Context: an optimization exercise on an open-source flow, tuned for small area, a short achievable clock period and few clock cycles per item. The choices shown serve that exercise and are no tape-out recipe.
RTL that was checked went through simulation tests only; none was proved equivalent to the original.
For run 2, only the layout was checked, not whether the RTL still works.
Power and IR drop assume default switching activity.

==> design/flow/flow/run.sh <==
#!/bin/bash
export BUFFER_PORTS_ARGS="-buffer_cell sky130_fd_sc_hd__buf_2"
bash standard.sh > standard.log 2>&1
==> design/flow/standard.sh <==
#!/bin/bash
# synth_recipe.tcl (not shown) runs the flow's synth.tcl, then flattens the netlist and writes it again
# the make line also repeats each setting of config.mk as NAME=value (left out here)
make -C /OpenROAD-flow-scripts/flow DESIGN_CONFIG=/design/flow/config.mk WORK_HOME=/design/flow/orfs CLKGATE_MAP_FILE= SYNTH_SCRIPT=/design/flow/synth_recipe.tcl "${@:-finish}"
==> design/flow/config.mk <==
export PLATFORM = sky130hd
export DESIGN_NAME = pattern_encoder
export DESIGN_NICKNAME = pattern_encoder
export VERILOG_FILES = /design/flow/design.v
export SDC_FILE = /design/flow/constraint.sdc
export NUM_CORES = 4
export LEC_CHECK = 0
export CAP_MARGIN = 20
export CORE_MARGIN = 2
export CORE_UTILIZATION = 60
export PLACE_DENSITY = 0.7
export SETUP_SLACK_MARGIN = 3.5
export SLEW_MARGIN = 20
==> design/flow/constraint.sdc <==
create_clock -name core_clock -period 7.0 [get_ports {clk}]
set_input_delay 1.4000 -clock core_clock [delete_from_list [all_inputs] [get_ports {clk}]]
set_output_delay 1.4000 -clock core_clock [all_outputs]
set_load 0.01 [all_outputs]
==> design/flow/design.v <==
module pattern_encoder #(
    parameter int INDEX_WIDTH = 32,
    parameter int ADDR_WIDTH  = 48,
    parameter int DATA_WIDTH  = 64
) (
    input  logic                   clk,
    input  logic                   rst,
    input  logic                   start,
    input  logic [ADDR_WIDTH-1:0]  start_addr,
    input  logic                   index_push,
    input  logic [INDEX_WIDTH-1:0] row,
    input  logic [INDEX_WIDTH-1:0] col,
    output logic                   index_stall,
    input  logic                   finish,
    output logic                   wr_req,
    input  logic                   wr_stall,
    output logic [ADDR_WIDTH-1:0]  wr_addr,
    output logic [DATA_WIDTH-1:0]  wr_data,
    output logic                   done,
    output logic [ADDR_WIDTH-1:0]  word_count
);
    localparam int IW = INDEX_WIDTH;
    localparam int VW = IW + 1;              
    localparam int LW = 6;                   
    localparam int CW = 1 + LW + VW;         
    localparam int BW = DATA_WIDTH - 1 + CW;       
    localparam int FW = 7;                   
    function automatic logic [LW-1:0] bitlen(input logic [VW-1:0] v);
        logic [LW-1:0] n;
        n = '0;
        for (int i = 0; i < VW; i++)
            if (v[i]) n = LW'(i + 1);
        bitlen = n;
    endfunction
    function automatic logic [LW-1:0] codelen(input logic [VW-1:0] v);
        logic [LW-1:0] n;
        n = LW'(7);
        for (int i = 0; i < VW; i++)
            if (v[i]) n = LW'(i + 8);
        codelen = n;
    endfunction
    logic          active_q;      
    logic          first_q;       
    logic [IW-1:0] lrow_q, lcol_q;    
    logic          s0_v_q, s0_f_q;    
    logic          s0_hr_q;           
    logic          s0_rd_q;           
    logic [IW-1:0] s0_vr_q;
    logic [VW-1:0] s0_vc_q;
    logic          s1_v_q, s1_end_q;
    logic [CW-1:0] s1_code_q;
    logic [LW-1:0] s1_len_q;
    logic [BW-1:0]         buf_q;
    logic [FW-1:0]         fill_q;       
    logic                  fl_q;         
    logic                  wr_req_q, done_q;
    logic [ADDR_WIDTH-1:0] addr_q, cnt_q;
    logic room, pack, adv1, rowc, s0_last, adv0, take_pair;
    assign room    = !fill_q[6];
    assign pack    = s1_v_q && room;
    assign adv1    = !s1_v_q || room;
    assign rowc    = s0_v_q && s0_hr_q && !s0_rd_q;    
    assign s0_last = adv1 && !rowc;
    assign adv0    = !(s0_v_q || s0_f_q) || s0_last;
    assign index_stall = s0_v_q && !s0_last;
    assign take_pair   = index_push && !index_stall;
    logic          ru;
    logic [IW-1:0] vr;
    logic [VW-1:0] vc;
    assign ru = row != lrow_q;
    assign vr = row - lrow_q;
    assign vc = (ru || first_q) ? {1'b0, col} + VW'(1)
                                : {1'b0, col - lcol_q};
    logic [LW-1:0] wr, wc;
    logic [CW-1:0] code;
    logic [LW-1:0] len;
    assign wr   = bitlen({1'b0, s0_vr_q});
    assign wc   = bitlen(s0_vc_q);
    assign code = !s0_v_q ? CW'(1)
                : rowc    ? CW'({s0_vr_q, wr, 1'b1})
                :           {s0_vc_q, wc, 1'b0};
    assign len  = !s0_v_q ? LW'(7)
                : rowc    ? codelen({1'b0, s0_vr_q})
                :           codelen(s0_vc_q);
    logic [FW-1:0] hp, h;
    logic          full, fl, wr_next, done_next;
    logic [FW-1:0] fill_next;
    logic [BW-1:0] base, app;
    assign hp        = FW'(fill_q[5:0]) + FW'(s1_len_q);
    assign h         = pack ? hp : fill_q;
    assign full      = h[6];
    assign fl        = fl_q || (pack && s1_end_q);
    assign wr_next   = !wr_stall && (full || fl);
    assign done_next = wr_next && fl && (h <= FW'(DATA_WIDTH));
    assign fill_next = !wr_next ? h : full ? {1'b0, h[5:0]} : '0;
    assign base      = wr_req_q ? (buf_q >> DATA_WIDTH)
                     : (fill_q != '0) ? buf_q : '0;
    assign app       = pack ? (BW'(s1_code_q) << fill_q[5:0]) : '0;
    always_ff @(posedge clk or posedge rst) begin
        if (rst) begin
            active_q <= 1'b0;
            first_q  <= 1'b0;
            s0_v_q   <= 1'b0;
            s0_f_q   <= 1'b0;
            s0_rd_q  <= 1'b0;
            s1_v_q   <= 1'b0;
            s1_end_q <= 1'b0;
            fill_q   <= '0;
            fl_q     <= 1'b0;
            wr_req_q <= 1'b0;
            done_q   <= 1'b0;
            cnt_q    <= '0;
        end else begin
            if (start) begin
                active_q <= 1'b1;
                first_q  <= 1'b1;
                cnt_q    <= '0;
            end else begin
                if (done_next) active_q <= 1'b0;
                if (take_pair) first_q <= 1'b0;
                if (wr_next)   cnt_q    <= cnt_q + ADDR_WIDTH'(1);
            end
            if (adv0) begin
                s0_v_q  <= index_push;
                s0_f_q  <= finish || (s0_v_q && s0_f_q);
                s0_rd_q <= 1'b0;
            end else if (adv1 && rowc) begin
                s0_rd_q <= 1'b1;
            end
            if (adv1) begin
                s1_v_q   <= s0_v_q || s0_f_q;
                s1_end_q <= !s0_v_q && s0_f_q;
            end
            fill_q   <= fill_next;
            fl_q     <= fl && !done_next;
            wr_req_q <= wr_next;
            done_q   <= done_next;
        end
    end
    always_ff @(posedge clk) begin
        if (take_pair) begin
            s0_vr_q <= vr;
            s0_vc_q <= vc;
            s0_hr_q <= ru;
        end
        if (start) begin
            lrow_q <= '0;
        end else if (take_pair) begin
            lrow_q <= row;
        end
        if (take_pair) lcol_q <= col;
        if (adv1) begin
            s1_code_q <= code;
            s1_len_q  <= len;
        end
        buf_q <= base | app;
        if (start)         addr_q <= start_addr;
        else if (wr_req_q) addr_q <= addr_q + ADDR_WIDTH'(DATA_WIDTH / 8);
    end
    assign wr_req     = wr_req_q;
    assign wr_addr    = addr_q;
    assign wr_data    = buf_q[DATA_WIDTH-1:0];
    assign done       = done_q;
    assign word_count = cnt_q;
endmodule
==> out/metrics.cfg, run 1 <==
[global_route]
grt_pass1_wl_mm = 97.1
grt_pass1_vias = 18500
pin_count_of_the_biggest_net_entering_global_routing = 93
antenna_found_initial = 4
grt_use_total = 0.295
grt.overflow.total = 0

[yosys]
synth_xor_xnor_area_share = 0.0652
dominant_combinational_cell_family_by_area_after_synthesis = simple AND/OR/NAND/NOR gates
synth_sequential_area_ratio = 0.433
syn_area_per_cell_um2 = 9.00
synthFlopType = sky130_fd_sc_hd__edfxtp_1
yosys.area_share.simple = 0.181
count_of_flip_flops_with_a_built_in_enable_after_synthesis = 192
synthMuxAreaShare = 0.0526
ys_types = 81
mappedNetlistArea_mm2 = 0.0232
cells_after_synthesis = 2582
synthesized_area_fraction_occupied_by_ao_oa_aoi_and_oai_cells = 0.165
ys.warnings.count = 1
syn_nets = 2774
synth_adder_area_share = 0.0408
share_of_flip_flops_with_an_asynchronous_set_or_reset = 0.164
yosys_register_bits = 391

[clock_network]
postCtsHoldBufs = 0
cts_tree = yes
clock_tree.root_cell = sky130_fd_sc_hd__clkbuf_16
worstSkewPairLatency_ps = 580
cts.path.max_buffers = 3
cts_sinks = 391
h_tree_depth = 2
clk_transition_reported_paths_ps = 60
cts_buffers = 43

[sta]
final-max-slew-violation-count = 0
timing.fmax_mhz = 284
slew_headroom = 0.325
report.final.hold_viol_count = 0
finalCriticalPeriod_ps = 3520
clock-skew-final_ps = 23.5
finalSetupTns_ps = 0
timing.final.ws_setup_ps = 3480
tightestPinTransition_ps = 1010
layout_worst_path_cycle_share = 0.503
rsz0062_at_grt = yes
final-setup-viol-count = 0

[floorplanning]
rows = 72
io_pins = 281
initial_core_util = 0.604
fp.dieW_um = 201
dieHeight_um = 201
fp.dieArea_mm2 = 0.0403
core_area_mm2 = 0.0385

[worst_setup_path]
ff_to_ff_path_depth = 11
minimum_setup_slack_among_reg_to_reg_paths_ps = 3710
critical_path.endpoint = s0_vr_q[27]
worstPathArrival_ps = 3830
worst_r2r_endpoint = cnt_q[40]
end_kind = flip-flop
timing.critical_path.from = row[1]
rr_startpoint = fill_q[2]
worstSetupPathType = in -> reg
timing.critical_path.fanout_max = 4
worst_setup_path_start_kind = primary input
critPathRequiredTime_ps = 7310

[power]
finalPower_uw = 11400
power.ir.vdd_worst_mv = 0.276
leakagePower_uw = 0.0111
power_per_cell_area_mw_per_mm2 = 429

[final_layout]
layout-drive-gt1-share = 0.179
area.growth.synth_to_final_pct = 14.5
finalNetCount = 2946
layout_utilization = 0.692
layout_commonest_cell = sky130_fd_sc_hd__nand2_1
most-common-layout-cells = sky130_fd_sc_hd__nand2_1 (395), sky130_fd_sc_hd__buf_2 (275), sky130_fd_sc_hd__nor2_1 (222)

[drt]
wl_met3_mm = 3.56
remaining_antenna_violation_count = 0
highest-signal-layer = met4
route.detailed.drc = 0
drt_wl_total_mm = 61.5
via_per_inst = 5.98
drt_first_pass_iters = 8
route.met2.wl_mm = 29.7
routed_wire_length_per_instance_um = 18.6
wl_met1_mm = 26.0
detailedRoute.firstIterationViolations = 1394
via_count = 19800

[placement]
gp_congestion = 0.942
port-buffer-count = 280
dp_worst_setup_slack_ps = 2830
dpl.hpwl_mm = 44.6

[worst_hold_path]
hp-class = reg -> reg

[run_status]
outcome = complete, no violations

[flow_run]
maxcap_violations = 0

kinds of logic (layout without fill, tap and decap cells):
family | after synthesis | in the layout
AO/OA/AOI/OAI | 603 | 603
XOR/XNOR | 173 | 173
adder cells (fa/ha/maj) | 74 | 74
buffers and inverters | 315 | 522
flip-flops | 391 | 391
multiplexers | 83 | 83
other | 0 | 5
AND/OR/NAND/NOR | 943 | 943
flip-flops by register name, indices dropped and copies added, names as in the netlist, 6 cells and up:
name / flops
addr_q: 48
buf_q: 103
cnt_q: 48
fill_q: 7
lcol_q: 32
lrow_q: 32
s0_vc_q: 33
s0_vr_q: 32
s1_code_q: 40
s1_len_q: 6
layer usage:
layer / up-vias / global-route usage
li1: 9549 / -
met1: 9367 / 0.399
met2: 736 / 0.484
met3: 141 / 0.0362
met4: 0 / 0.124
met5: - / 0
power breakdown:
part	switching, uW	total, uW	internal, uW
Clock	933	2350	1420
Sequential	613	3880	3270
Combinational	3200	5170	1980
synthesized netlist by cell type (6+ instances only):
master                     count  area, um^2
sky130_fd_sc_hd__dfxtp_1     135        2700
sky130_fd_sc_hd__o221ai_1     18         158
sky130_fd_sc_hd__clkbuf_1    103         387
sky130_fd_sc_hd__nand4_1      22         138
sky130_fd_sc_hd__a22o_1        8        70.1
sky130_fd_sc_hd__mux2i_1      40         400
sky130_fd_sc_hd__a31oi_1      23         144
sky130_fd_sc_hd__or2_2         8        50.1
sky130_fd_sc_hd__inv_1       127         477
sky130_fd_sc_hd__ha_1         71         888
sky130_fd_sc_hd__xnor2_1      83         727
sky130_fd_sc_hd__o21a_1       10        75.1
sky130_fd_sc_hd__buf_1        13        48.8
sky130_fd_sc_hd__a21oi_1     156         781
sky130_fd_sc_hd__nand2b_1     15        93.8
sky130_fd_sc_hd__o21bai_1     14         105
sky130_fd_sc_hd__a211oi_1     19         143
sky130_fd_sc_hd__a222oi_1     16         160
sky130_fd_sc_hd__and2_1       11        68.8
sky130_fd_sc_hd__nor3_1       48         240
sky130_fd_sc_hd__o31a_1        7        61.3
sky130_fd_sc_hd__nor2b_1       9        56.3
sky130_fd_sc_hd__o31ai_1      21         158
sky130_fd_sc_hd__or3_1        18         113
sky130_fd_sc_hd__xor2_1       90         788
sky130_fd_sc_hd__mux2_2       13         146
sky130_fd_sc_hd__nand2_1     396        1490
sky130_fd_sc_hd__mux4_2       30         676
sky130_fd_sc_hd__nand3_1      98         490
sky130_fd_sc_hd__edfxtp_1    192        5770
sky130_fd_sc_hd__o21ai_0     183         916
sky130_fd_sc_hd__nor2_1      224         841
sky130_fd_sc_hd__and3_1       47         294
sky130_fd_sc_hd__o22a_1        6        52.6
sky130_fd_sc_hd__dfrtp_1      64        1600
sky130_fd_sc_hd__a221o_1      11         110
sky130_fd_sc_hd__a21o_1       35         263
sky130_fd_sc_hd__buf_4        65         488
sky130_fd_sc_hd__nor4_1       26         163
sky130_fd_sc_hd__a22oi_1      31         233
through the flow:
stage	cell area [um^2]	hold slack, ps	std cells
after floorplan	23400	425	2582
after global placement	24700	433	3213
after detailed placement	24700	443	3213
after CTS	26300	455	3296
after global routing	26600	468	3311
final	26600	454	3312
cell type report:
cell class,count,area [um^2]
diodes,5,12.5
clock buffers,63,1240
repair buffers,313,1810
inverters,129,517
well taps,518,648
clock inverters,17,226
fillers,3075,11800
multi-input cells,1876,12100
flip-flops and latches,391,10100
critical path, stage by stage:
cell and delay (ps):
sky130_fd_sc_hd__buf_8 100, sky130_fd_sc_hd__ha_4 230, sky130_fd_sc_hd__nor2b_4 120, sky130_fd_sc_hd__o31a_1 260, sky130_fd_sc_hd__or4_4 420, sky130_fd_sc_hd__a311o_1 310, sky130_fd_sc_hd__a41oi_2 240, sky130_fd_sc_hd__o311ai_2 130
sky130_fd_sc_hd__a21oi_2 220, sky130_fd_sc_hd__o21ai_2 110, sky130_fd_sc_hd__a31oi_2 200, sky130_fd_sc_hd__xnor2_1 80
how the worst min path moves through the flow:
| stage | to | cells past startpoint | startpoint | slack (ps) |
|---|---|---|---|---|
| 2_1_floorplan | buf_q[102] | 2 | buf_q[102] | 420 |
| 3_3_place_gp | buf_q[97] | 2 | buf_q[97] | 430 |
| 3_5_place_dp | buf_q[49] | 2 | buf_q[49] | 440 |
| 4_1_cts | lrow_q[5] | 2 | lrow_q[5] | 450 |
| 5_1_grt | lrow_q[3] | 2 | lrow_q[3] | 470 |
| 6_report | lrow_q[25] | 2 | lrow_q[25] | 450 |
repair_timing:
| item | in CTS | in global routing |
|---|---|---|
| endpoints found under the hold margin | 0 | 0 |
| buffers inserted | 3 | 7 |
| resized for setup | 23 | 41 |
| pin swaps | 3 | 26 |
| endpoints found under the setup margin | 49 | 95 |
| cloned | 0 | 2 |
Testbench counts, summed over its fixed seeds: cycles 19,627, items 14,352.
==> run 2: changes to the inputs <==
--- a/design/flow/design.v
+++ b/design/flow/design.v
@@ -27,2 +27,4 @@
     localparam int FW = 7;                   
+    localparam int KR = 8;                   
+    localparam int KC = CW - 2 * (1 + LW) - KR;    
     function automatic logic [LW-1:0] bitlen(input logic [VW-1:0] v);
@@ -33,2 +35,9 @@
         bitlen = n;
+    endfunction
+    function automatic logic [2:0] msb(input logic [7:0] v);
+        logic [2:0] n;
+        n = '0;
+        for (int i = 0; i < 8; i++)
+            if (v[i]) n = 3'(i);
+        msb = n;
     endfunction
@@ -57,3 +66,3 @@
     logic [ADDR_WIDTH-1:0] addr_q, cnt_q;
-    logic room, pack, adv1, rowc, s0_last, adv0, take_pair;
+    logic room, pack, adv1, short, rowc, s0_last, adv0, take_pair;
     assign room    = !fill_q[6];
@@ -61,3 +70,4 @@
     assign adv1    = !s1_v_q || room;
-    assign rowc    = s0_v_q && s0_hr_q && !s0_rd_q;    
+    assign short   = (s0_vr_q[IW-1:KR] == '0) && (s0_vc_q[VW-1:KC] == '0);
+    assign rowc    = s0_v_q && s0_hr_q && !s0_rd_q && !short;  
     assign s0_last = adv1 && !rowc;
@@ -74,3 +84,3 @@
     logic [LW-1:0] wr, wc;
-    logic [CW-1:0] code;
+    logic [CW-1:0] code, both;
     logic [LW-1:0] len;
@@ -78,8 +88,13 @@
     assign wc   = bitlen(s0_vc_q);
-    assign code = !s0_v_q ? CW'(1)
-                : rowc    ? CW'({s0_vr_q, wr, 1'b1})
-                :           {s0_vc_q, wc, 1'b0};
-    assign len  = !s0_v_q ? LW'(7)
-                : rowc    ? codelen({1'b0, s0_vr_q})
-                :           codelen(s0_vc_q);
+    assign both = CW'({s0_vr_q[KR-1:0], wr, 1'b1})
+                | (CW'({s0_vc_q[KC-1:0], wc, 1'b0, 8'b0}) << msb(s0_vr_q[KR-1:0]));
+    assign code = !s0_v_q              ? CW'(1)
+                : rowc                 ? CW'({s0_vr_q, wr, 1'b1})
+                : s0_hr_q && !s0_rd_q  ? both
+                :                        {s0_vc_q, wc, 1'b0};
+    assign len  = !s0_v_q              ? LW'(7)
+                : rowc                 ? codelen({1'b0, s0_vr_q})
+                : s0_hr_q && !s0_rd_q  ? codelen({1'b0, s0_vr_q})
+                                         + codelen(s0_vc_q)
+                :                        codelen(s0_vc_q);
     logic [FW-1:0] hp, h;
==> out/metrics.cfg, run 2 <==
[clock_network]
postCtsHoldBufs = 0  ; unchanged
clock_tree.root_cell = sky130_fd_sc_hd__clkbuf_16
cts_tree = yes
clk_transition_reported_paths_ps = 50  ; about the same
cts_sinks = 391  ; unchanged
cts.path.max_buffers = 3  ; unchanged
worstSkewPairLatency_ps = 590  ; about the same
cts_buffers = 43  ; unchanged
h_tree_depth = 2  ; unchanged

[drt]
remaining_antenna_violation_count = 0  ; unchanged
drt_wl_total_mm = 70.3  ; +14%
via_count = 22100  ; +12%
via_per_inst = 6.15  ; +2.9%
route.detailed.drc = 0  ; unchanged
drt_first_pass_iters = 6  ; -2
routed_wire_length_per_instance_um = 19.6  ; +5.4%
detailedRoute.firstIterationViolations = 2323  ; +67%

[worst_setup_path]
path_cells = or4_4 > or3_4 > nor2_4 > and4_4 > o21ai_2 > nand2_1 > inv_1 > buf_6
worstSetupPathType = reg -> out
end_kind = primary output
critical-path-max-stage-delay_ps = 560  ; +140 ps
critical_path.endpoint = index_stall
ff_to_ff_path_depth = 16  ; +5
timing.critical_path.from = s0_vr_q[20]
minimum_setup_slack_among_reg_to_reg_paths_ps = 3340  ; -370 ps
cp_slowest_cell = sky130_fd_sc_hd__or4_4
worst_r2r_endpoint = s1_len_q[5]
critPathRequiredTime_ps = 5600  ; -1710 ps
worstPathArrival_ps = 2610  ; -1220 ps
rr_startpoint = s0_vc_q[6]
worst_setup_path_start_kind = flip-flop
timing.critical_path.fanout_max = 2  ; -2

[yosys]
mappedNetlistArea_mm2 = 0.0247  ; +6.4%
ys.warnings.count = 1  ; unchanged
ys_types = 80  ; -1.2%
most_area_consuming_cells_after_synthesis = sky130_fd_sc_hd__edfxtp_1 (23%), sky130_fd_sc_hd__dfxtp_1 (11%), sky130_fd_sc_hd__dfrtp_1 (6.5%), sky130_fd_sc_hd__nand2_1 (5.8%), sky130_fd_sc_hd__nor2_1 (4.4%)
most_used_standard_cells_in_the_synthesized_netlist = sky130_fd_sc_hd__nand2_1 (383), sky130_fd_sc_hd__nor2_1 (293), sky130_fd_sc_hd__o21ai_0 (202)
yosys_register_bits = 391  ; unchanged
share_of_flip_flops_with_an_asynchronous_set_or_reset = 0.164  ; unchanged
synthMostInstantiatedCell = sky130_fd_sc_hd__nand2_1
syn_nets = 3021  ; +8.9%
synthFlopType = sky130_fd_sc_hd__edfxtp_1
synth_sequential_area_ratio = 0.407  ; -0.0261
syn_area_per_cell_um2 = 8.76  ; -2.7%
synth_top_area_frac = 0.233  ; -0.0149
synth_top_cell_by_area = sky130_fd_sc_hd__edfxtp_1
cells_after_synthesis = 2823  ; +9.3%
count_of_flip_flops_with_a_built_in_enable_after_synthesis = 192  ; unchanged

[sta]
finalSetupTns_ps = 0  ; unchanged
clock-skew-final_ps = 20.0  ; -3.55 ps
tightestPinTransition_ps = 1120  ; +107 ps
report.final.hold_viol_count = 0  ; unchanged
final-max-slew-violation-count = 0  ; unchanged
rsz0062_at_grt = yes
layout_worst_path_cycle_share = 0.572  ; +0.0694
timing.fmax_mhz = 250  ; -12%
finalCriticalPeriod_ps = 4010  ; +486 ps
final-setup-viol-count = 0  ; unchanged
slew_headroom = 0.254  ; -0.0711

[floorplanning]
rows = 74  ; +2.8%
dieHeight_um = 207  ; +3.1%
io_pins = 281  ; unchanged
core_area_mm2 = 0.0407  ; +5.9%
fp.dieArea_mm2 = 0.0429  ; +6.3%
fp.dieW_um = 207  ; +3.1%
initial_core_util = 0.607  ; +0.00285

[global_route]
grt_use_total = 0.315  ; +0.0202
grt_pass1_wl_mm = 110  ; +13%
pin_count_of_the_biggest_net_entering_global_routing = 110  ; +18%
antenna_found_initial = 0  ; -4
grt.overflow.total = 0  ; unchanged
grt_pass1_vias = 20600  ; +11%

[flow_run]
maxcap_violations = 0  ; unchanged

[placement]
port-buffer-count = 280  ; unchanged
dpl.hpwl_mm = 50.0  ; +12%
gp_congestion = 1.07  ; +14%

[final_layout]
finalNetCount = 3228  ; +9.6%
layout-drive-gt1-share = 0.188  ; +0.00943
layout_commonest_cell = sky130_fd_sc_hd__nand2_1
total_inserted_antenna_cells = 0  ; -5
max_flop_register = buf_q
reg_top3 = buf_q x103, addr_q x48, cnt_q x48
largest_reg_flops = 103  ; unchanged
area.growth.synth_to_final_pct = 14.8
most-common-layout-cells = sky130_fd_sc_hd__nand2_1 (382), sky130_fd_sc_hd__nor2_1 (286), sky130_fd_sc_hd__buf_2 (277)

[power]
leakagePower_uw = 0.0116  ; +4.8%
finalPower_uw = 12300  ; +8.1%
power_per_cell_area_mw_per_mm2 = 435  ; +1.4%
power.ir.vdd_worst_mv = 0.281  ; +1.8%

[worst_hold_path]
hp-class = reg -> reg

[run_status]
outcome = complete, no violations

## run 2: final cells by class
class	count	area, um^2
Clock buffer	69	1270
Tap cell	532	666
Timing Repair Buffer	371	2170
Multi-Input combinational cell	2086	13600
Sequential cell	391	10100
Fill cell	3279	12400
Clock inverter	10	66.3
Inverter	137	551
## run 2: worst min-delay path by stage
stage	start	end	slack, ps	cells past startpoint
2_1_floorplan	buf_q[100]	buf_q[100]	420	2
3_3_place_gp	buf_q[80]	buf_q[80]	430	2
3_5_place_dp	buf_q[101]	buf_q[101]	440	2
4_1_cts	lrow_q[7]	lrow_q[7]	450	2
5_1_grt	lrow_q[15]	lrow_q[15]	470	2
6_report	lrow_q[5]	lrow_q[5]	450	2
## run 2: report_power, final
| part | leakage [uW] | total (uW) | internal [uW] | switching [uW] |
|---|---|---|---|---|
| sequential | 0.00387 | 3990 | 3330 | 656 |
| combinational | 0.00706 | 6190 | 2370 | 3820 |
| clock | 0.000658 | 2160 | 1240 | 918 |
## run 2: timing repair
item                                    in CTS  in global routing
cloned                                       3                  0
gates resized for setup                     41                 46
buffers inserted                            46                 21
pin swaps                                   11                 21
endpoints found under the setup margin     216                141
endpoints found under the hold margin        0                  0
## run 2: metrics by stage
step           instance area [um^2]  hold WS, ps  cells  setup slack (ps)   util
2_1_floorplan                 24900          425   2823              3470      -
3_3_place_gp                  26100          434   3446              2570  0.641
3_5_place_dp                  26100          443   3446              2490  0.641
4_1_cts                       28000          455   3574              3000  0.687
5_1_grt                       28400          474   3596              2940  0.697
6_report                      28400          452   3596              2990  0.697
## run 2: worst max-delay path, delay by kind of cell (launching register included)
family	cells	cell delay [ps]
simple gates	5	1380
buf+inv	2	180
flops	1	420
compound gates	1	60
## run 2: cell families (layout without fill, tap and decap cells)
| logic type | Yosys count | in the layout | synth area share |
|---|---|---|---|
| AOI/OAI and AO/OA | 681 | 681 | 0.172 |
| xor gates and xnor gates | 176 | 176 | 0.0623 |
| adders and majority gates | 80 | 80 | 0.0417 |
| buffers and inverters | 349 | 587 | 0.0633 |
| DFF | 391 | 391 | 0.407 |
| muxes | 123 | 123 | 0.0658 |
| and+or+nand+nor | 1023 | 1026 | 0.188 |
## run 2: routing by layer
metal | vias to the layer above | routed length (um) | global-route usage
met5 | - | 0 | 0
met4 | 0 | 3170 | 0.138
met3 | 191 | 5060 | 0.0559
met2 | 947 | 33200 | 0.516
met1 | 10500 | 28900 | 0.411
li1 | 10500 | - | -
==> run 3: changes to the inputs <==
--- a/design/flow/design.v
+++ b/design/flow/design.v
@@ -27,3 +27,3 @@
     localparam int FW = 7;                   
-    localparam int KR = 8;                   
+    localparam int KR = 10;                  
     localparam int KC = CW - 2 * (1 + LW) - KR;    
@@ -36,7 +36,7 @@
     endfunction
-    function automatic logic [2:0] msb(input logic [7:0] v);
-        logic [2:0] n;
+    function automatic logic [3:0] msb(input logic [KR-1:0] v);
+        logic [3:0] n;
         n = '0;
-        for (int i = 0; i < 8; i++)
-            if (v[i]) n = 3'(i);
+        for (int i = 0; i < KR; i++)
+            if (v[i]) n = 4'(i);
         msb = n;
@@ -56,2 +56,3 @@
     logic          s0_rd_q;           
+    logic          s0_sh_q;           
     logic [IW-1:0] s0_vr_q;
@@ -66,3 +67,3 @@
     logic [ADDR_WIDTH-1:0] addr_q, cnt_q;
-    logic room, pack, adv1, short, rowc, s0_last, adv0, take_pair;
+    logic room, pack, adv1, rowc, s0_last, adv0, take_pair;
     assign room    = !fill_q[6];
@@ -70,4 +71,3 @@
     assign adv1    = !s1_v_q || room;
-    assign short   = (s0_vr_q[IW-1:KR] == '0) && (s0_vc_q[VW-1:KC] == '0);
-    assign rowc    = s0_v_q && s0_hr_q && !s0_rd_q && !short;  
+    assign rowc    = s0_v_q && s0_hr_q && !s0_rd_q && !s0_sh_q;  
     assign s0_last = adv1 && !rowc;
@@ -76,3 +76,3 @@
     assign take_pair   = index_push && !index_stall;
-    logic          ru;
+    logic          ru, sh;
     logic [IW-1:0] vr;
@@ -80,2 +80,3 @@
     assign ru = row != lrow_q;
+    assign sh = (row[IW-1:KR] == lrow_q[IW-1:KR]) && (col[IW-1:KC-1] == '0);
     assign vr = row - lrow_q;
@@ -85,2 +86,3 @@
     logic [CW-1:0] code, both;
+    logic [LW-1:0] wrs, wcs;
     logic [LW-1:0] len;
@@ -88,4 +90,7 @@
     assign wc   = bitlen(s0_vc_q);
-    assign both = CW'({s0_vr_q[KR-1:0], wr, 1'b1})
-                | (CW'({s0_vc_q[KC-1:0], wc, 1'b0, 8'b0}) << msb(s0_vr_q[KR-1:0]));
+    assign wrs  = bitlen(VW'(s0_vr_q[KR-1:0]));
+    assign wcs  = bitlen(VW'(s0_vc_q[KC-1:0]));
+    assign both = CW'({s0_vr_q[KR-1:0], wrs, 1'b1})
+                | (CW'({s0_vc_q[KC-1:0], wcs, 1'b0, 8'b0})
+                   << msb(s0_vr_q[KR-1:0]));
     assign code = !s0_v_q              ? CW'(1)
@@ -96,4 +101,3 @@
                 : rowc                 ? codelen({1'b0, s0_vr_q})
-                : s0_hr_q && !s0_rd_q  ? codelen({1'b0, s0_vr_q})
-                                         + codelen(s0_vc_q)
+                : s0_hr_q && !s0_rd_q  ? LW'(14) + wrs + wcs
                 :                        codelen(s0_vc_q);
@@ -159,2 +163,3 @@
             s0_hr_q <= ru;
+            s0_sh_q <= sh;
         end
==> out/metrics.cfg, run 3 <==
[run_status]
outcome = complete, no violations

[final_layout]
layout-drive-gt1-share = 0.190  ; +0.00159
reg_top3 = buf_q x103, addr_q x48, cnt_q x48
layout_utilization = 0.703  ; +0.00639
largest_reg_flops = 103  ; unchanged
filler_cell_count = 3232  ; -1.4%
finalNetCount = 3197  ; -0.96%
most-common-layout-cells = sky130_fd_sc_hd__nand2_1 (371), sky130_fd_sc_hd__buf_2 (275), sky130_fd_sc_hd__nor2_1 (252)
area.growth.synth_to_final_pct = 15.2
max_flop_register = buf_q
finish.cell_count_without_fillers = 3569  ; -0.75%
layout_commonest_cell = sky130_fd_sc_hd__nand2_1

[yosys]
synth_sequential_area_ratio = 0.404  ; -0.00286
most_area_consuming_cells_after_synthesis = sky130_fd_sc_hd__edfxtp_1 (23%), sky130_fd_sc_hd__dfxtp_1 (11%), sky130_fd_sc_hd__dfrtp_1 (6.4%), sky130_fd_sc_hd__nand2_1 (5.7%), sky130_fd_sc_hd__o21ai_0 (4.5%)
ys.warnings.count = 1  ; unchanged
synthMostInstantiatedCell = sky130_fd_sc_hd__nand2_1
synthFlopType = sky130_fd_sc_hd__edfxtp_1
syn_nets = 3027  ; +0.20%
mappedNetlistArea_mm2 = 0.0250  ; +1.0%
share_of_flip_flops_with_an_asynchronous_set_or_reset = 0.163  ; -0.000418
synth_top_area_frac = 0.232  ; -0.00112
most_used_standard_cells_in_the_synthesized_netlist = sky130_fd_sc_hd__nand2_1 (376), sky130_fd_sc_hd__nor2_1 (253), sky130_fd_sc_hd__o21ai_0 (224)
syn_area_per_cell_um2 = 8.84  ; +0.86%
yosys_register_bits = 392  ; +0.26%
cells_after_synthesis = 2827  ; +0.14%
count_of_flip_flops_with_a_built_in_enable_after_synthesis = 193  ; +0.52%
ys_types = 81  ; +1.3%
synth_top_cell_by_area = sky130_fd_sc_hd__edfxtp_1

[global_route]
grt_use_total = 0.330  ; +0.0153
pin_count_of_the_biggest_net_entering_global_routing = 126  ; +15%
antenna_found_initial = 4  ; +4
grt.overflow.total = 0  ; unchanged
grt_pass1_wl_mm = 116  ; +5.3%
grt_pass1_vias = 21400  ; +3.9%

[drt]
wl_met3_mm = 4.97  ; -1.8%
remaining_antenna_violation_count = 0  ; unchanged
detailedRoute.firstIterationViolations = 2759  ; +19%
routed_wire_length_per_instance_um = 21.0  ; +7.2%
via_count = 22500  ; +1.9%
drt_wl_total_mm = 74.8  ; +6.4%
wl_met1_mm = 30.6  ; +5.8%
highest-signal-layer = met4
route.met2.wl_mm = 36.2  ; +9.2%
via_per_inst = 6.32  ; +2.7%
drt_first_pass_iters = 6  ; unchanged
route.detailed.drc = 0  ; unchanged

[worst_setup_path]
timing.critical_path.fanout_max = 5  ; +3
worst_setup_path_start_kind = flip-flop
end_kind = flip-flop
critPathRequiredTime_ps = 7410  ; +1810 ps
worstPathArrival_ps = 3930  ; +1320 ps
worstSetupPathType = reg -> reg

[floorplanning]
fp.dieArea_mm2 = 0.0433  ; +0.99%
core_area_mm2 = 0.0409  ; +0.45%
initial_core_util = 0.610  ; +0.00334
io_pins = 281  ; unchanged
dieHeight_um = 208  ; +0.49%
rows = 74  ; unchanged
fp.dieW_um = 208  ; +0.49%

[flow_run]
maxcap_violations = 0  ; unchanged

[sta]
finalCriticalPeriod_ps = 3510  ; -494 ps
final-setup-viol-count = 0  ; unchanged
report.final.hold_viol_count = 0  ; unchanged
clock-skew-final_ps = 34.9  ; +14.9 ps
slew_headroom = 0.379  ; +0.125
tightestPinTransition_ps = 925  ; -194 ps
finalSetupTns_ps = 0  ; unchanged
rsz0062_at_grt = yes
layout_worst_path_cycle_share = 0.502  ; -0.0706
worst_hold_slack_ps = 452  ; +0.501 ps
timing.fmax_mhz = 285  ; +14%
final-max-slew-violation-count = 0  ; unchanged

[power]
cell_internal_pwr_uw = 6890  ; -0.67%
power.share.combinational = 0.475  ; -0.027
switching_power_uw = 5260  ; -2.4%
power.ir.vdd_worst_mv = 0.261  ; -7.3%
share_clk_of_total_power = 0.196  ; +0.021
power_per_cell_area_mw_per_mm2 = 423  ; -2.8%
seq_power_share = 0.329  ; +0.006
leakagePower_uw = 0.0116  ; +0.17%
power_switching_share = 0.433  ; -0.00435

[clock_network]
cts_buffers = 44  ; +2.3%
cts_sinks = 392  ; +0.26%
h_tree_depth = 2  ; unchanged
cts_tree = yes
clock_tree.root_cell = sky130_fd_sc_hd__clkbuf_16
clk_transition_reported_paths_ps = 60  ; about the same
postCtsHoldBufs = 0  ; unchanged
worstSkewPairLatency_ps = 600  ; about the same
cts.path.max_buffers = 3  ; unchanged

[placement]
placed_cells_incl_taps = 3445  ; -0.029%
gp_congestion = 1.02  ; -5.5%
port-buffer-count = 280  ; unchanged
dpl.hpwl_mm = 53.0  ; +6.2%

[worst_hold_path]
hp-class = reg -> reg

run 3: changes by cell type after synthesis, moves of 7 or more:
cell and delta:
sky130_fd_sc_hd__a2bb2oi_1 +10, sky130_fd_sc_hd__a31oi_1 -12, sky130_fd_sc_hd__mux4_2 +13, sky130_fd_sc_hd__mux2i_1 -26, sky130_fd_sc_hd__xnor2_1 -18, sky130_fd_sc_hd__or4_1 +7
sky130_fd_sc_hd__xor2_1 +7, sky130_fd_sc_hd__nand2_1 -7, sky130_fd_sc_hd__nor2_1 -40, sky130_fd_sc_hd__a21oi_1 +18, sky130_fd_sc_hd__o21ai_0 +22, sky130_fd_sc_hd__nor3_1 -7
run 3: critical path, stage by stage, from the launching register on:
cell,delay [ps]
sky130_fd_sc_hd__edfxtp_1,490
sky130_fd_sc_hd__nand2b_1,190
sky130_fd_sc_hd__a21oi_1,160
sky130_fd_sc_hd__o21bai_1,80
sky130_fd_sc_hd__a221oi_1,360
sky130_fd_sc_hd__a21o_1,390
sky130_fd_sc_hd__ha_1,260
sky130_fd_sc_hd__ha_4,160
sky130_fd_sc_hd__inv_1,50
sky130_fd_sc_hd__fa_1,380
sky130_fd_sc_hd__nor2b_1,160
sky130_fd_sc_hd__o21ai_0,110
sky130_fd_sc_hd__a21oi_1,220
sky130_fd_sc_hd__a211oi_1,110
sky130_fd_sc_hd__nor3_2,220
run 3: what timing repair did:
item                                    4_1_cts  5_1_grt
hold endpoints to repair                      0        0
pin swaps                                    26       29
buffers inserted                             20       15
endpoints found under the setup margin       54       47
cloned                                        1        2
resized for setup                            40       50
run 3: worst paths after layout:
path | cells after the start | startpoint | slack (ps) | endpoint
max in group asynchronous | 3 | rst | 5310 | fill_q[2]
worst max register to register | 14 | s0_vc_q[1] | 3490 | s1_len_q[5]
worst max-delay path | 14 | s0_vc_q[1] | 3490 | s1_len_q[5]
min in group asynchronous | 3 | rst | 1040 | s0_f_q
worst min register to register | 2 | lrow_q[3] | 450 | lrow_q[3]
worst min-delay path | 2 | lrow_q[3] | 450 | lrow_q[3]
run 3: layout make-up:
class	instances	area, um^2	area share
Sequential cell	392	10100	0.352
Antenna cell	4	10.0	0.000348
Tap cell	532	666	0.0231
Clock inverter	26	324	0.0113
Timing Repair Buffer	344	2030	0.0705
Inverter	143	554	0.0193
Clock buffer	56	1170	0.0406
Multi-Input combinational cell	2072	13900	0.483
run 3: stage by stage:
stage	area, um^2	power [uW]	setup slack, ps
2_1_floorplan	25300	7900	3090
3_3_place_gp	26500	9310	2760
3_5_place_dp	26500	9430	2710
4_1_cts	28400	11900	3380
5_1_grt	28800	12800	3370
6_report	28800	12200	3490
run 3: kinds of logic after synthesis:
group | count (synthesis) | synth area share
and+or+nand+nor | 973 | 0.177
AOI/OAI and AO/OA | 744 | 0.188
DFF | 392 | 0.404
buffers and inverters | 363 | 0.0649
xor gates and xnor gates | 165 | 0.0579
muxes | 108 | 0.0655
adders and majority gates | 82 | 0.0423
run 3: power by group through the flow:
stage,Sequential [uW],Clock [uW],Combinational (uW)
final,4000,2380,5780
after floorplan,3660,0,4240
after CTS,3970,2410,5560
after detailed placement,4010,0,5420
after global routing,4080,2510,6260
after global placement,3980,0,5330
run 3: metal layers:
layer / up-vias / GRT usage
met5: - / 0
met4: 0 / 0.140
met3: 199 / 0.0474
met2: 1017 / 0.552
met1: 10800 / 0.431
li1: 10500 / -
Testbench counts of run 3, summed over its fixed seeds: cycles 17,280, items 14,352.
==> run 4: changes to the inputs <==
--- a/design/flow/design.v
+++ b/design/flow/design.v
@@ -101,3 +101,4 @@
                 : rowc                 ? codelen({1'b0, s0_vr_q})
-                : s0_hr_q && !s0_rd_q  ? LW'(14) + wrs + wcs
+                : s0_hr_q && !s0_rd_q  ? codelen(VW'(s0_vr_q[KR-1:0]))
+                                         + codelen(VW'(s0_vc_q[KC-1:0]))
                 :                        codelen(s0_vc_q);
--- a/design/flow/config.mk
+++ b/design/flow/config.mk
@@ -10,2 +10,4 @@
 export CORE_UTILIZATION = 60
+export CTS_CLUSTER_DIAMETER = 100
+export CTS_CLUSTER_SIZE = 20
 export PLACE_DENSITY = 0.7
==> out/metrics.cfg, run 4 <==
[sta]
final-max-slew-violation-count = 0  ; unchanged
rsz0062_at_grt = no
clock-skew-final_ps = 28.6  ; -6.27 ps
final-setup-viol-count = 0  ; unchanged
timing.final.ws_setup_ps = 3550  ; +58.9 ps
layout_worst_path_cycle_share = 0.493  ; -0.00842
finalSetupTns_ps = 0  ; unchanged
worst_hold_slack_ps = 456  ; +4.04 ps
finalCriticalPeriod_ps = 3450  ; -58.9 ps
timing.fmax_mhz = 290  ; +1.7%
tightestPinTransition_ps = 1030  ; +105 ps
slew_headroom = 0.314  ; -0.0653
report.final.hold_viol_count = 0  ; unchanged

[worst_setup_path]
path_cells = buf_6 > inv_12 > ha_4 > fa_2 > nor2b_2 > o21ai_2 > a21boi_2 > o41ai_2 > o21ai_2 > o31ai_4 > o21ai_4 > a22o_1 > or4b_1 > nand3_1
minimum_setup_slack_among_reg_to_reg_paths_ps = 3610  ; +120 ps
worst_path_bufs_invs = 2  ; +1
critical-path-max-stage-delay_ps = 480  ; about the same
timing.critical_path.mode_cell = sky130_fd_sc_hd__o21ai_2
critical_path.top_delay_family = compound AO/OA/AOI/OAI gates
worstPathArrival_ps = 3900  ; -30 ps
cp_slowest_cell = sky130_fd_sc_hd__or4b_1
worst_r2r_endpoint = s1_code_q[31]
timing.critical_path.fanout_max = 4  ; -1
critPathRequiredTime_ps = 7450  ; +40 ps
worstSetupPathType = in -> reg
ff_to_ff_path_depth = 11  ; -3
end_kind = flip-flop
worst_setup_path_start_kind = primary input
rr_startpoint = s0_vr_q[4]

[drt]
route.detailed.drc = 0  ; unchanged
detailedRoute.firstIterationViolations = 2473  ; -10%
via_per_inst = 6.27  ; -0.78%
via_count = 22400  ; -0.78%
drt_wl_total_mm = 73.1  ; -2.2%
routed_wire_length_per_instance_um = 20.5  ; -2.2%
remaining_antenna_violation_count = 0  ; unchanged
drt_first_pass_iters = 6  ; unchanged

[clock_network]
cts_sinks = 392  ; unchanged
clk_transition_reported_paths_ps = 90  ; +30 ps
postCtsHoldBufs = 0  ; unchanged
cts_buffers = 23  ; -48%
h_tree_depth = 1  ; -1
clock_tree.root_cell = sky130_fd_sc_hd__clkbuf_16
worstSkewPairLatency_ps = 580  ; -20 ps
cts.path.max_buffers = 3  ; unchanged
cts_tree = yes

[yosys]
synth_top_area_frac = 0.231  ; -0.00144
count_of_flip_flops_with_a_built_in_enable_after_synthesis = 193  ; unchanged
ys.warnings.count = 1  ; unchanged
syn_area_per_cell_um2 = 8.75  ; -1.0%
share_of_flip_flops_with_an_asynchronous_set_or_reset = 0.163  ; unchanged
cells_after_synthesis = 2874  ; +1.7%
synth_sequential_area_ratio = 0.402  ; -0.00252
synth_top_cell_by_area = sky130_fd_sc_hd__edfxtp_1
most_area_consuming_cells_after_synthesis = sky130_fd_sc_hd__edfxtp_1 (23%), sky130_fd_sc_hd__dfxtp_1 (11%), sky130_fd_sc_hd__dfrtp_1 (6.4%), sky130_fd_sc_hd__nand2_1 (6.1%), sky130_fd_sc_hd__o21ai_0 (4.1%)
syn_nets = 3072  ; +1.5%
mappedNetlistArea_mm2 = 0.0251  ; +0.63%
synthMostInstantiatedCell = sky130_fd_sc_hd__nand2_1
most_used_standard_cells_in_the_synthesized_netlist = sky130_fd_sc_hd__nand2_1 (410), sky130_fd_sc_hd__nor2_1 (267), sky130_fd_sc_hd__o21ai_0 (208)
yosys_register_bits = 392  ; unchanged
ys_types = 87  ; +7.4%
synthFlopType = sky130_fd_sc_hd__edfxtp_1

[floorplanning]
initial_core_util = 0.611  ; +0.00106
fp.dieW_um = 209  ; +0.31%
dieHeight_um = 209  ; +0.31%
io_pins = 281  ; unchanged
fp.dieArea_mm2 = 0.0435  ; +0.61%
core_area_mm2 = 0.0411  ; +0.45%
rows = 74  ; unchanged

[global_route]
grt.overflow.total = 0  ; unchanged
antenna_found_initial = 5  ; +1
grt_use_total = 0.322  ; -0.00815
grt_pass1_vias = 20800  ; -2.7%
grt_pass1_wl_mm = 114  ; -2.0%
pin_count_of_the_biggest_net_entering_global_routing = 111  ; -12%

[final_layout]
largest_reg_flops = 103  ; unchanged
layout_commonest_cell = sky130_fd_sc_hd__nand2_1
filler_cell_count = 3363  ; +4.1%
layout-drive-gt1-share = 0.172  ; -0.0181
area.growth.synth_to_final_pct = 10.8
reg_top3 = buf_q x103, addr_q x48, cnt_q x48
finalNetCount = 3216  ; +0.59%
most-common-layout-cells = sky130_fd_sc_hd__nand2_1 (408), sky130_fd_sc_hd__buf_2 (275), sky130_fd_sc_hd__nor2_1 (261)
max_flop_register = buf_q

[power]
power_per_cell_area_mw_per_mm2 = 409  ; -3.3%
leakagePower_uw = 0.0114  ; -1.7%
finalPower_uw = 11400  ; -6.4%
power.ir.vdd_worst_mv = 0.301  ; +16%

[placement]
gp_congestion = 1.01  ; -1.1%
dpl.hpwl_mm = 52.8  ; -0.42%
dp_worst_setup_slack_ps = 2740  ; +25.3 ps
port-buffer-count = 280  ; unchanged

[run_status]
outcome = complete, no violations

[worst_hold_path]
hp-class = reg -> reg
timing.hold.worst_endpoint = lrow_q[19]
hold-path-cell-count = 2  ; unchanged
worst_hold_startpoint = lrow_q[19]

[flow_run]
maxcap_violations = 0  ; unchanged

==> run 4: worst max-delay path by stage <==
stage	start	endpoint	slack [ps]	cells past startpoint
global placement	col[0]	s0_vc_q[26]	2770	14
CTS	s0_hr_q	index_stall	3470	7
finish	row[0]	s0_vr_q[24]	3550	14
floorplan	col[0]	s0_vc_q[26]	3250	13
detailed placement	col[0]	s0_vc_q[26]	2740	14
global route	col[0]	s0_vc_q[26]	3440	14
==> run 4: metal layers <==
metal / share of wire / track usage
met2: 0.48 / 0.549
met1: 0.42 / 0.426
met3: 0.055 / 0.0331
met4: 0.043 / 0.124
met5: 0 / 0
==> run 4: power breakdown <==
part	switching [uW]	internal [uW]	total (uW)	leakage, uW
sequential	671	3270	3950	0.00393
clock	776	626	1400	0.000314
combinational	3790	2240	6030	0.00717
==> run 4: cells by family after synthesis <==
kind of cell / synth area share
simple gates: 0.186
compound gates: 0.189
flops: 0.402
buf+inv: 0.0644
xor+xnor: 0.0589
mux: 0.0591
fa+ha+maj: 0.0410
==> run 4: timing repair <==
action,CTS,global route
pin swaps,4,28
gates cloned,2,1
setup buffers,7,29
endpoints found under the setup margin,86,93
resized for setup,17,51
==> run 4: stage by stage <==
| stage | utilization | area [um^2] | std cells |
|---|---|---|---|
| CTS | 0.666 | 27400 | 3534 |
| global placement | 0.646 | 26500 | 3486 |
| global route | 0.678 | 27900 | 3569 |
| detailed placement | 0.646 | 26500 | 3486 |
| floorplan | - | 25400 | 2874 |
| finish | 0.678 | 27900 | 3569 |
==> run 4: final cells by class <==
| type | count | area [um^2] | share of cell area |
|---|---|---|---|
| multi-input combinational | 2127 | 13900 | 0.500 |
| sequential | 392 | 10100 | 0.363 |
| timing repair buffer | 341 | 1960 | 0.0703 |
| tap | 532 | 666 | 0.0239 |
| clock buffer | 37 | 628 | 0.0226 |
| inverter | 132 | 524 | 0.0188 |
| clock inverter | 2 | 28.8 | 0.00103 |
| antenna | 5 | 12.5 | 0.000449 |
| timing repair inverter | 1 | 5.00 | 0.000180 |
==> run 4: worst min-delay path, stage by stage (launching register included) <==
cell,delay [ps]
sky130_fd_sc_hd__dfxtp_1,320
sky130_fd_sc_hd__nand2_1,50
sky130_fd_sc_hd__a21oi_1,50
Testbench counts of run 4, summed over its fixed seeds: cycles 17,280, items 14,352.
==> run 5: changes to the inputs <==
--- a/design/flow/config.mk
+++ b/design/flow/config.mk
@@ -13,3 +13,3 @@
 export PLACE_DENSITY = 0.7
-export SETUP_SLACK_MARGIN = 3.5
+export SETUP_SLACK_MARGIN = 3.35
 export SLEW_MARGIN = 20
==> out/metrics.cfg, run 5 <==
[sta]
worst_hold_slack_ps = 459  ; +2.49 ps
final-setup-viol-count = 0  ; unchanged
layout_worst_path_cycle_share = 0.512  ; +0.0181
final-max-slew-violation-count = 0  ; unchanged
clock-skew-final_ps = 27.8  ; -0.831 ps
finalSetupTns_ps = 0  ; unchanged
tightestPinTransition_ps = 1090  ; +63.0 ps
report.final.hold_viol_count = 0  ; unchanged
finalCriticalPeriod_ps = 3580  ; +127 ps
slew_headroom = 0.272  ; -0.0420
timing.fmax_mhz = 279  ; -3.5%
rsz0062_at_grt = no

[drt]
detailedRoute.firstIterationViolations = 2478  ; +0.20%
wl_met1_mm = 30.3  ; -0.70%
drt_first_pass_iters = 5  ; -1
highest-signal-layer = met4
remaining_antenna_violation_count = 0  ; unchanged
route.met2.wl_mm = 34.1  ; -3.8%
route.detailed.drc = 0  ; unchanged
via_count = 22100  ; -1.3%
via_per_inst = 6.24  ; -0.47%
routed_wire_length_per_instance_um = 20.1  ; -1.8%
wl_met3_mm = 3.96  ; -0.83%
drt_wl_total_mm = 71.2  ; -2.6%

[final_layout]
final_cell_area_mm2 = 0.0274  ; -1.6%
filler_cell_count = 3410  ; +1.4%
reg_top3 = buf_q x103, addr_q x48, cnt_q x48
area.growth.synth_to_final_pct = 8.98
max_flop_register = buf_q
layout_utilization = 0.666  ; -0.0112
multi_input_comb_area_mm2 = 0.0137  ; -1.4%
largest_reg_flops = 103  ; unchanged
layout_commonest_cell = sky130_fd_sc_hd__nand2_1
layout-drive-gt1-share = 0.156  ; -0.0157
most-common-layout-cells = sky130_fd_sc_hd__nand2_1 (408), sky130_fd_sc_hd__buf_2 (278), sky130_fd_sc_hd__nor2_1 (262)
finish.cell_count_without_fillers = 3539  ; -0.84%
finalNetCount = 3188  ; -0.87%
layout.area.seq_mm2 = 0.0101  ; about the same

[clock_network]
cts_sinks = 392  ; unchanged
worstSkewPairLatency_ps = 570  ; about the same
clk_transition_reported_paths_ps = 80  ; about the same
clock_tree.root_cell = sky130_fd_sc_hd__clkbuf_16
cts_buffers = 23  ; unchanged
cts_tree = yes
h_tree_depth = 1  ; unchanged
postCtsHoldBufs = 0  ; unchanged
cts.path.max_buffers = 3  ; unchanged

[yosys]
yosys_register_bits = 392  ; unchanged
count_of_flip_flops_with_a_built_in_enable_after_synthesis = 193  ; unchanged
most_used_standard_cells_in_the_synthesized_netlist = sky130_fd_sc_hd__nand2_1 (410), sky130_fd_sc_hd__nor2_1 (267), sky130_fd_sc_hd__o21ai_0 (208)
synth_sequential_area_ratio = 0.402  ; unchanged
cells_after_synthesis = 2874  ; unchanged
syn_area_per_cell_um2 = 8.75  ; unchanged
syn_nets = 3072  ; unchanged
mappedNetlistArea_mm2 = 0.0251  ; unchanged
most_area_consuming_cells_after_synthesis = sky130_fd_sc_hd__edfxtp_1 (23%), sky130_fd_sc_hd__dfxtp_1 (11%), sky130_fd_sc_hd__dfrtp_1 (6.4%), sky130_fd_sc_hd__nand2_1 (6.1%), sky130_fd_sc_hd__o21ai_0 (4.1%)
synth_top_cell_by_area = sky130_fd_sc_hd__edfxtp_1
synthFlopType = sky130_fd_sc_hd__edfxtp_1
share_of_flip_flops_with_an_asynchronous_set_or_reset = 0.163  ; unchanged
synth_top_area_frac = 0.231  ; unchanged
ys_types = 87  ; unchanged
ys.warnings.count = 1  ; unchanged
synthMostInstantiatedCell = sky130_fd_sc_hd__nand2_1

[floorplanning]
fp.dieArea_mm2 = 0.0435  ; unchanged
fp.dieW_um = 209  ; unchanged
initial_core_util = 0.611  ; unchanged
core_area_mm2 = 0.0411  ; unchanged
rows = 74  ; unchanged
io_pins = 281  ; unchanged
dieHeight_um = 209  ; unchanged

[placement]
port-buffer-count = 280  ; unchanged
gp_congestion = 0.983  ; -2.3%
dpl.hpwl_mm = 52.6  ; -0.40%
place_area_mm2 = 0.0265  ; -0.29%
placed_cells_incl_taps = 3487  ; +0.029%

[worst_setup_path]
worstSetupPathType = in -> reg
worstPathArrival_ps = 3880  ; -20 ps
end_kind = flip-flop
timing.critical_path.mode_cell = sky130_fd_sc_hd__o21ai_2
critPathRequiredTime_ps = 7300  ; -150 ps
cp_slowest_cell = sky130_fd_sc_hd__fa_2
path_cells = buf_6 > inv_8 > ha_4 > fa_2 > nor2b_1 > o21a_1 > o21ai_2 > a21o_1 > o21ai_2 > nand4_1 > a41oi_2 > a311o_1 > xnor2_1 > o21ai_1
minimum_setup_slack_among_reg_to_reg_paths_ps = 3530  ; -80 ps
worst_setup_path_start_kind = primary input
timing.critical_path.fanout_max = 7  ; +3
critical-path-max-stage-delay_ps = 400  ; -80 ps

[global_route]
grt.overflow.total = 0  ; unchanged
pin_count_of_the_biggest_net_entering_global_routing = 116  ; +4.5%
grt_pass1_wl_mm = 111  ; -2.3%
antenna_found_initial = 3  ; -2
grt_pass1_vias = 20500  ; -1.5%
grt_use_total = 0.314  ; -0.00844

[power]
power_per_cell_area_mw_per_mm2 = 410  ; +0.26%
share_clk_of_total_power = 0.126  ; +0.003
power.ir.vdd_worst_mv = 0.294  ; -2.3%
power.share.combinational = 0.522  ; -0.008
power_switching_share = 0.458  ; -0.00282
leakagePower_uw = 0.0112  ; -1.5%
switching_power_uw = 5140  ; -2.0%
cell_internal_pwr_uw = 6090  ; -0.88%
seq_power_share = 0.352  ; +0.005

[flow_run]
maxcap_violations = 0  ; unchanged

[run_status]
outcome = complete, no violations

[worst_hold_path]
hp-class = reg -> reg

==> run 5: cell counts after synthesis <==
No cell type changed its count.
==> run 5: final cells by class <==
type,count,share of cell area
clock inverter,4,0.00192
tap,532,0.0243
clock buffer,35,0.0227
inverter,132,0.0187
antenna,3,0.000274
timing repair buffer,313,0.0619
timing repair inverter,1,0.000183
sequential,392,0.369
multi-input combinational,2127,0.501
==> run 5: path summary, 6_finish.rpt <==
| kind | from | endpoint | cells after the start |
|---|---|---|---|
| min in group asynchronous | rst | s1_end_q | 3 |
| worst max register to register | s0_vr_q[7] | s1_code_q[30] | 10 |
| worst max-delay path | col[0] | s0_vc_q[26] | 14 |
| max in group asynchronous | rst | fill_q[3] | 3 |
| worst min-delay path | buf_q[81] | buf_q[81] | 2 |
| worst min register to register | buf_q[81] | buf_q[81] | 2 |
==> run 5: metrics by stage <==
stage | setup slack (ps) | power [uW]
floorplan | 3230 | 8070
global placement | 2790 | 9480
detailed placement | 2670 | 9620
CTS | 3320 | 11100
global route | 3340 | 11900
finish | 3420 | 11200
==> run 5: cell families after synthesis <==
group	synth area share
flops	0.402
xor+xnor	0.0589
mux	0.0591
compound gates	0.189
simple gates	0.186
fa+ha+maj	0.0410
buf+inv	0.0644
==> run 5: critical path, delay by kind of cell <==
family                     cells  cell delay [ps]
adders and majority gates      2              560
AOI/OAI and AO/OA              7             1300
buffers and inverters          2              140
xor gates and xnor gates       1              140
and+or+nand+nor                2              340
==> run 5: per-layer routing <==
metal,vias up,GRT usage
li1,10500,-
met1,10600,0.423
met2,826,0.528
met3,174,0.0261
met4,0,0.124
met5,-,0
==> run 5: power by group through the flow <==
stage          Sequential [uW]  Clock [uW]  Combinational [uW]
2_1_floorplan             3690           0                4380
3_3_place_gp              3950           0                5520
3_5_place_dp              3980           0                5640
4_1_cts                   3930        1440                5690
5_1_grt                   4020        1510                6370
6_report                  3960        1410                5850
==> run 5: repair_timing <==
action	CTS	global route
setup buffers	2	6
pin swaps	4	10
cloned	1	1
endpoints found under the setup margin	16	41
resized for setup	9	26
==> run 6: changes to the inputs <==
--- a/design/flow/config.mk
+++ b/design/flow/config.mk
@@ -10,6 +10,4 @@
 export CORE_UTILIZATION = 60
-export CTS_CLUSTER_DIAMETER = 100
-export CTS_CLUSTER_SIZE = 20
 export PLACE_DENSITY = 0.7
-export SETUP_SLACK_MARGIN = 3.35
+export SETUP_SLACK_MARGIN = 3.7
 export SLEW_MARGIN = 20
==> out/metrics.cfg, run 6 <==
[run_status]
outcome = complete, no violations

[power]
leakagePower_uw = 0.0120  ; +7.0%
share_clk_of_total_power = 0.184  ; +0.058
switching_power_uw = 5480  ; +6.7%
seq_power_share = 0.319  ; -0.033
power_switching_share = 0.440  ; -0.0178
power.share.combinational = 0.497  ; -0.025
power.ir.vdd_worst_mv = 0.390  ; +33%
cell_internal_pwr_uw = 6980  ; +15%
finalPower_uw = 12500  ; +11%
power_per_cell_area_mw_per_mm2 = 427  ; +4.2%

[floorplanning]
dieHeight_um = 209  ; unchanged
fp.dieArea_mm2 = 0.0435  ; unchanged
fp.dieW_um = 209  ; unchanged
initial_core_util = 0.611  ; unchanged
rows = 74  ; unchanged
core_area_mm2 = 0.0411  ; unchanged
io_pins = 281  ; unchanged

[drt]
route.met2.wl_mm = 36.6  ; +7.2%
route.detailed.drc = 0  ; unchanged
drt_wl_total_mm = 75.1  ; +5.4%
highest-signal-layer = met4
routed_wire_length_per_instance_um = 20.7  ; +2.6%
detailedRoute.firstIterationViolations = 2381  ; -3.9%
drt_first_pass_iters = 6  ; +1
wl_met1_mm = 30.5  ; +0.64%
remaining_antenna_violation_count = 0  ; unchanged
via_per_inst = 6.26  ; +0.36%
via_count = 22800  ; +3.1%
wl_met3_mm = 5.16  ; +30%

[yosys]
mappedNetlistArea_mm2 = 0.0251  ; unchanged
syn_nets = 3072  ; unchanged
ys.warnings.count = 1  ; unchanged
synth_sequential_area_ratio = 0.402  ; unchanged
syn_area_per_cell_um2 = 8.75  ; unchanged
synth_top_cell_by_area = sky130_fd_sc_hd__edfxtp_1
synth_top_area_frac = 0.231  ; unchanged
share_of_flip_flops_with_an_asynchronous_set_or_reset = 0.163  ; unchanged
most_area_consuming_cells_after_synthesis = sky130_fd_sc_hd__edfxtp_1 (23%), sky130_fd_sc_hd__dfxtp_1 (11%), sky130_fd_sc_hd__dfrtp_1 (6.4%), sky130_fd_sc_hd__nand2_1 (6.1%), sky130_fd_sc_hd__o21ai_0 (4.1%)
ys_types = 87  ; unchanged
most_used_standard_cells_in_the_synthesized_netlist = sky130_fd_sc_hd__nand2_1 (410), sky130_fd_sc_hd__nor2_1 (267), sky130_fd_sc_hd__o21ai_0 (208)
synthMostInstantiatedCell = sky130_fd_sc_hd__nand2_1
synthFlopType = sky130_fd_sc_hd__edfxtp_1
count_of_flip_flops_with_a_built_in_enable_after_synthesis = 193  ; unchanged
cells_after_synthesis = 2874  ; unchanged
yosys_register_bits = 392  ; unchanged

[clock_network]
worstSkewPairLatency_ps = 590  ; +20 ps
clk_transition_reported_paths_ps = 60  ; -20 ps
postCtsHoldBufs = 0  ; unchanged
clock_tree.root_cell = sky130_fd_sc_hd__clkbuf_16
cts_tree = yes
cts.path.max_buffers = 3  ; unchanged
h_tree_depth = 2  ; +1
cts_buffers = 43  ; +87%
cts_sinks = 392  ; unchanged

[worst_setup_path]
cp_slowest_cell = sky130_fd_sc_hd__a41oi_4
timing.critical_path.fanout_max = 6  ; -1
critical-path-max-stage-delay_ps = 360  ; -40 ps
worst_r2r_endpoint = s1_len_q[5]
path_cells = buf_12 > inv_8 > ha_4 > fa_2 > nor2b_1 > o21a_1 > o21ai_2 > a21o_1 > o21ai_2 > nand4_1 > a41oi_4 > a311o_1 > xnor2_1 > o21ai_1
minimum_setup_slack_among_reg_to_reg_paths_ps = 3720  ; +190 ps
ff_to_ff_path_depth = 9  ; -1
worstPathArrival_ps = 3750  ; -130 ps
rr_startpoint = s0_vr_q[6]
worst_setup_path_start_kind = primary input
timing.critical_path.mode_cell = sky130_fd_sc_hd__o21ai_2
critPathRequiredTime_ps = 7340  ; +40 ps
worstSetupPathType = in -> reg
end_kind = flip-flop

[global_route]
grt_use_total = 0.329  ; +0.0156
pin_count_of_the_biggest_net_entering_global_routing = 104  ; -10%
grt_pass1_wl_mm = 116  ; +4.4%
grt.overflow.total = 0  ; unchanged
antenna_found_initial = 4  ; +1
grt_pass1_vias = 21500  ; +4.6%

[sta]
finalSetupTns_ps = 0  ; unchanged
slew_headroom = 0.303  ; +0.0317
finalCriticalPeriod_ps = 3410  ; -171 ps
final-setup-viol-count = 0  ; unchanged
report.final.hold_viol_count = 0  ; unchanged
timing.fmax_mhz = 293  ; +5.0%
layout_worst_path_cycle_share = 0.487  ; -0.0244
rsz0062_at_grt = yes
final-max-slew-violation-count = 0  ; unchanged
tightestPinTransition_ps = 1050  ; -47.6 ps
clock-skew-final_ps = 16.1  ; -11.7 ps

[worst_hold_path]
hp-class = reg -> reg
timing.hold.worst_endpoint = buf_q[53]
hold-path-cell-count = 2  ; unchanged
worst_hold_startpoint = buf_q[53]

[final_layout]
most-common-layout-cells = sky130_fd_sc_hd__nand2_1 (407), sky130_fd_sc_hd__buf_2 (269), sky130_fd_sc_hd__nor2_1 (261)
layout-drive-gt1-share = 0.199  ; +0.0435
max_flop_register = buf_q
finalNetCount = 3264  ; +2.4%
filler_cell_count = 3137  ; -8.0%
largest_reg_flops = 103  ; unchanged
reg_top3 = buf_q x103, addr_q x48, cnt_q x48
layout_commonest_cell = sky130_fd_sc_hd__nand2_1
area.growth.synth_to_final_pct = 16.1

[placement]
gp_congestion = 1.02  ; +3.5%
port-buffer-count = 280  ; unchanged
dpl.hpwl_mm = 52.9  ; +0.57%

[flow_run]
maxcap_violations = 0  ; unchanged

## run 6: cell counts after synthesis
No cell type changed its count.
## run 6: power by group through the flow
stage,Combinational (uW),Clock (uW),Sequential [uW]
after CTS,5880,2330,3960
after global placement,5580,0,3970
after detailed placement,5670,0,4000
after global routing,6700,2420,4040
final,6190,2300,3970
after floorplan,4410,0,3690
## run 6: metrics by stage
stage	utilization	cell area (um^2)	cells	hold slack (ps)	worst slack, ps
final	0.710	29200	3637	451	3590
after CTS	0.695	28600	3589	456	3600
after detailed placement	0.649	26700	3486	441	2730
after global routing	0.710	29200	3637	470	3500
after global placement	0.649	26700	3486	435	2750
after floorplan	-	25500	2874	425	3250
## run 6: worst max path at each step
stage / from / endpoint / slack [ps] / cells past startpoint
final: col[0] / s0_vc_q[26] / 3590 / 14
after global routing: col[0] / s0_vc_q[26] / 3500 / 14
after CTS: s0_vr_q[9] / s1_len_q[5] / 3600 / 10
after detailed placement: col[0] / s0_vc_q[26] / 2730 / 14
after global placement: col[0] / s0_vc_q[26] / 2750 / 14
after floorplan: col[0] / s0_vc_q[26] / 3250 / 13
## run 6: cell type report
cell class / instances / area (um^2) / share of cell area
clock inverters: 21 / 213 / 0.00729
multi-input cells: 2128 / 14100 / 0.483
inverters: 132 / 526 / 0.0180
repair buffers: 368 / 2320 / 0.0795
diodes: 4 / 10.0 / 0.000343
repair inverters: 1 / 5.00 / 0.000171
flip-flops and latches: 392 / 10100 / 0.346
well taps: 532 / 666 / 0.0228
clock buffers: 59 / 1230 / 0.0422
## run 6: worst max-delay path: cells and delay by family
kind / cells / cell delay [ps]
AOI/OAI and AO/OA: 7 / 1280
and+or+nand+nor: 2 / 330
xor gates and xnor gates: 1 / 120
adders and majority gates: 2 / 490
buffers and inverters: 2 / 130
## run 6: timing repair
action	in CTS	in global routing
setup buffers	19	42
gates resized for setup	54	59
pin swaps	29	45
gates cloned	4	2
endpoints found under the setup margin	139	121
## run 6: cells by family after synthesis
| group | Yosys count | synth area share |
|---|---|---|
| compound gates | 737 | 0.189 |
| simple gates | 1027 | 0.186 |
| buf+inv | 355 | 0.0644 |
| flops | 392 | 0.402 |
| mux | 114 | 0.0591 |
| fa+ha+maj | 80 | 0.0410 |
| xor+xnor | 169 | 0.0589 |
## run 6: metal layers
| metal | up-vias | GRT usage |
|---|---|---|
| li1 | 10700 | - |
| met1 | 10900 | 0.430 |
| met2 | 1032 | 0.554 |
| met3 | 207 | 0.0470 |
| met4 | 0 | 0.132 |
| met5 | - | 0 |

## separate check: timing with driven ports
No port has a modelled driver above. Below, the same layouts with a new extraction and two added sets of constraints.
Step 1 sets driving cells, clkbuf_16 on the clock port and buf_2 on the other inputs (assumed; they add their load-dependent delay and slew).
Step 2 moves the port delays by t, midway between the first and last clock arrival at a register: inputs arrive t later, outputs are due t later. That takes back most of the time a late clock gives input paths.
Three values: ideal, step 1, step 2; two values: the first two.
run | shift t [ns] | slack for setup (ns) | latest minus earliest clock arrival (ns) | worst data-port slew with drivers (ns)
run 1 | 0.626 | 3.478 / 3.495 / 2.869 | 0.024 / 0.024 | 0.09
run 2 | 0.633 | 2.993 / 2.934 / 2.986 | 0.021 / 0.021 | 0.06
run 3 | 0.645 | 3.487 / 3.487 / 2.892 | 0.035 / 0.036 | 0.08
run 4 | 0.631 | 3.546 / 3.513 / 2.943 | 0.031 / 0.031 | 0.07
run 5 | 0.616 | 3.419 / 3.415 / 2.825 | 0.028 / 0.028 | 0.07
run 6 | 0.645 | 3.590 / 3.572 / 2.927 | 0.020 / 0.019 | 0.08
After both steps setup and hold are still met in every run listed. For run 6, which loses most, drivers alone change the setup slack by -0.018 ns; drivers and shift together by -0.663 ns.
